What follows belongs to an exercise in optimizing a design on an open flow for small area, a short achievable clock period and few clock cycles per item; a production flow would make more cautious choices.
The RTL was checked by simulation tests, not by an equivalence proof against the original design.

harbor:
==> flow/design.v (excerpt) <==
module barrett_reduce_pipe (
    input  logic        clk,
    input  logic        rst,
    input  logic        in_valid,
    input  logic [63:0] in_data,
    output logic        in_ready,
    output logic        out_valid,
    output logic [31:0] out_data,
    input  logic        out_ready,
    output logic        out_err
);
    wire [63:0] x = in_data;
    wire err = (x >= 64'h0DD4400077000001);    
    wire sp  = (x == 64'h0DD4400077000000);    
    logic        r_v1, r_v2;
    wire         w_rdy2 = !r_v2 || out_ready;
    wire         w_rdy1 = !r_v1 || w_rdy2;
    assign in_ready = w_rdy1;
    wire         w_ld1  = w_rdy1 && in_valid;
    wire         w_ld2  = w_rdy2 && r_v1;
    always_ff @(posedge clk or posedge rst) begin
        if (rst) begin
            r_v1 <= 1'b0;
            r_v2 <= 1'b0;
        end else begin
            if (w_rdy1) r_v1 <= in_valid;
            if (w_rdy2) r_v2 <= r_v1;
        end
    end
    wire m7_s1, m7_c1;
    csa_fa u_m71 (.a(x[23]), .b(x[26]), .c(x[29]), .s(m7_s1), .co(m7_c1));
    wire m7_s2, m7_c2;
    csa_fa u_m72 (.a(x[32]), .b(x[35]), .c(x[38]), .s(m7_s2), .co(m7_c2));
    wire m7_s3, m7_c3;
    csa_fa u_m73 (.a(x[41]), .b(x[44]), .c(x[47]), .s(m7_s3), .co(m7_c3));
    wire m7_s4, m7_c4;
    csa_fa u_m74 (.a(x[50]), .b(x[53]), .c(x[56]), .s(m7_s4), .co(m7_c4));
    wire m7_s5, m7_c5;
    csa_fa u_m75 (.a(x[24]), .b(x[27]), .c(x[30]), .s(m7_s5), .co(m7_c5));
    wire m7_s6, m7_c6;
    csa_fa u_m76 (.a(x[33]), .b(x[36]), .c(x[39]), .s(m7_s6), .co(m7_c6));
    wire m7_s7, m7_c7;
  ...
Size in the first run: about 100 flip-flops, about 100 I/O pins, ~0.013 mm^2 of cells after synthesis.
==> flow/config.mk <==
export PLATFORM = sky130hd
export DESIGN_NAME = barrett_reduce_pipe
export DESIGN_NICKNAME = barrett_reduce_pipe
export VERILOG_FILES = /design/flow/design.v
export SDC_FILE = /design/flow/constraint.sdc
export NUM_CORES = 4
export LEC_CHECK = 0
export CAP_MARGIN = 20
export CORE_MARGIN = 2
export CORE_UTILIZATION = 40
export SETUP_SLACK_MARGIN = 3.0
export SLEW_MARGIN = 20
export SYNTH_HIERARCHICAL = 1
export SYNTH_MINIMUM_KEEP_SIZE = 0
==> flow/constraint.sdc <==
create_clock -name core_clock -period 9.0 [get_ports {clk}]
set_input_delay 1.8000 -clock core_clock [delete_from_list [all_inputs] [get_ports {clk}]]
set_output_delay 1.8000 -clock core_clock [all_outputs]
set_load 0.01 [all_outputs]
standard.sh (not shown) runs the stock make flow with config.mk's settings and CLKGATE_MAP_FILE= SYNTH_SCRIPT=/design/flow/synth_recipe.tcl, a recipe that flattens the netlist after the stock synthesis.
==> flow/flow/run.sh <==
#!/bin/bash
set -e
export BUFFER_PORTS_ARGS="-buffer_cell sky130_fd_sc_hd__buf_2"
bash standard.sh > standard.log 2>&1
Testbench counts of harbor, summed over its fixed seeds: cycles 8,016, items 8,000.
#### Input delta (willow over harbor)
Settings: PLACE_DENSITY: unset -> 0.85; CTS_BUF_LIST: unset -> sky130_fd_sc_hd__clkbuf_8 sky130_fd_sc_hd__clkbuf_16; SETUP_SLACK_MARGIN: 3.0 -> 3.2; CORE_UTILIZATION: 40 -> 65.
==> flow/flow/run.sh <==
#!/bin/bash
set -e
export BUFFER_PORTS_ARGS="-buffer_cell sky130_fd_sc_hd__buf_1"
bash standard.sh > standard.log 2>&1
Results
- willow went all the way through the flow, and no timing, DRC or antenna check failed.
- The x dimension of the die in willow sits about 20% below the value recorded for harbor.
- Changes observed in willow relative to harbor: placed cell area moved down, fraction of area in clock buffers and inverters barely changed, shortest period the worst path allows now smaller.
Relative to willow, the following input files were edited for lagoon:
Settings: CORE_UTILIZATION: 65 -> 40; PLACE_DENSITY: 0.85 -> unset; CTS_BUF_LIST: sky130_fd_sc_hd__clkbuf_8 sky130_fd_sc_hd__clkbuf_16 -> unset; SETUP_SLACK_MARGIN: 3.2 -> 2.8.
Findings:
As of lagoon, met1 routed wirelength after detailed routing had risen by more than 10% compared to willow.
Min wire length across willow and lagoon: willow
Of the two values seen for end point of the critical path, q_ta[1] was produced by lagoon and q_tc[0] by willow.
Changes observed in lagoon relative to willow: critical path depth shrank by 1; post-cts sizing count has decreased; via count decreased about 3.7%; post-route worst hold slack fell 5.4 ps.
Diff willow..lagoon | total of clock buffers placed in the layout | unchanged
Against willow, lagoon reports a actual transition at the worst max-transition pin that is higher.
Compare willow and lagoon | non-clock buffer count higher: willow
The inputs of garnet differ from those of lagoon as listed below.
Settings: swapping 2.8 for 3.35 in SETUP_SLACK_MARGIN; putting CTS_BUF_LIST at sky130_fd_sc_hd__clkbuf_8 sky130_fd_sc_hd__clkbuf_16 where nothing was set; swapping 40 for 55 in CORE_UTILIZATION; putting PLACE_DENSITY at 0.75 where nothing was set.
## What came out
From lagoon to garnet the numbers moved as follows: met3 layer wire length in the routed design +about 20%, overall global routing resource usage +6.9 points, worst path arrival time -370 ps, post-detailed-routing wire length -about 0.43%, area growth from synthesis to layout +2.5 points. garnet -> lagoon: CTS sink count delta 0, exact match. Number of post-CTS setup repair buffers: garnet > lagoon. The core of garnet is more densely filled than that of lagoon.

barrett_reduce_pipe again, from the RTL that the note above started with.
clock: 9.0 ns
lec_check: 0
cap_margin: 10
core_margin: 2
core_utilization: 55
cts_buf_list: sky130_fd_sc_hd__clkbuf_8 sky130_fd_sc_hd__clkbuf_16
gpl_routability_driven: 0
place_density: 0.75
setup_slack_margin: 3.2
slew_margin: 10
synth_hierarchical: 1
synth_minimum_keep_size: 0
==> flow/flow/run.sh <==
#!/bin/bash
set -e
export BUFFER_PORTS_ARGS="-buffer_cell sky130_fd_sc_hd__buf_1"
bash standard.sh > standard.log 2>&1
Testbench counts at the start, summed over its fixed seeds: cycles 8,016, items 8,000.
==> next run, changes <==
CAP_MARGIN = 20   (was 10)
GPL_ROUTABILITY_DRIVEN = unset   (was 0)
SETUP_SLACK_MARGIN = 3.5   (was 3.2)
SLEW_MARGIN = 20   (was 10)
Worst hold slack is about the same.
Fmax grows by 1.1%.
Design area grows by 3.7%.
Wire length grows by 6.6%.
Die area stays the same.
Utilization grows by 2.3 points.
Cell count grows by 1.6%.
==> next run, changes <==
==> flow/flow/run.sh (replaced) <==
#!/bin/bash
set -e
export BUFFER_PORTS_ARGS="-buffer_cell sky130_fd_sc_hd__buf_2"
bash standard.sh > standard.log 2>&1
ABC_AREA = 1   (was unset)
CORE_UTILIZATION = 60   (was 55)
CTS_BUF_LIST = sky130_fd_sc_hd__clkbuf_4 sky130_fd_sc_hd__clkbuf_8   (was sky130_fd_sc_hd__clkbuf_8 sky130_fd_sc_hd__clkbuf_16)
PLACE_DENSITY = unset   (was 0.75)
SETUP_SLACK_MARGIN = 3.0   (was 3.5)
After rerunning:
- The new run completed without violations
- utilization is higher by 2.7 points
- synthesized area is higher by 3.8%
- via count is higher by 8.9%
- routed wire length is higher by 3.9%
- critical path depth is higher by 2
- sequential cell count stays the same

[afterwards: timing with drivers on the ports]
The results above use ideal ports. As a check the final layouts listed here were re-extracted and re-timed, cells and wires unchanged. Step 1 sets driving cells, clkbuf_16 on the clock port and buf_2 on the other inputs (assumed; they add their load-dependent delay and slew). Step 2 moves the port delays by t, midway between the first and last clock arrival at a register: inputs arrive t later, outputs are due t later. That takes back most of the time a late clock gives input paths. Three values: ideal, step 1, step 2; two values: the first two.
| run | t (ns) | setup WS [ns] | worst setup path after step 2 | slew at the worst register clock pin (ns) |
|---|---|---|---|---|
| harbor | 0.409 | 3.078 / 3.104 / 2.695 | input to register | 0.10 / 0.10 |
| willow | 0.394 | 3.245 / 3.249 / 2.856 | input to register | 0.08 / 0.08 |
| lagoon | 0.406 | 2.961 / 2.978 / 2.571 | input to register | 0.09 / 0.09 |
| garnet | 0.407 | 3.334 / 3.353 / 2.945 | input to register | 0.09 / 0.09 |
| the first run of note 2 | 0.402 | 3.301 / 3.324 / 2.922 | input to register | 0.09 / 0.09 |
| the second run of note 2 | 0.398 | 3.360 / 3.356 / 2.957 | input to register | 0.09 / 0.09 |
| the third run of note 2 | 0.431 | 3.230 / 3.248 / 2.817 | input to register | 0.12 / 0.12 |
After both steps every run listed still meets setup and hold. For the third run of note 2, which loses most, drivers alone change the setup slack by +0.018 ns; drivers and shift together by -0.413 ns.
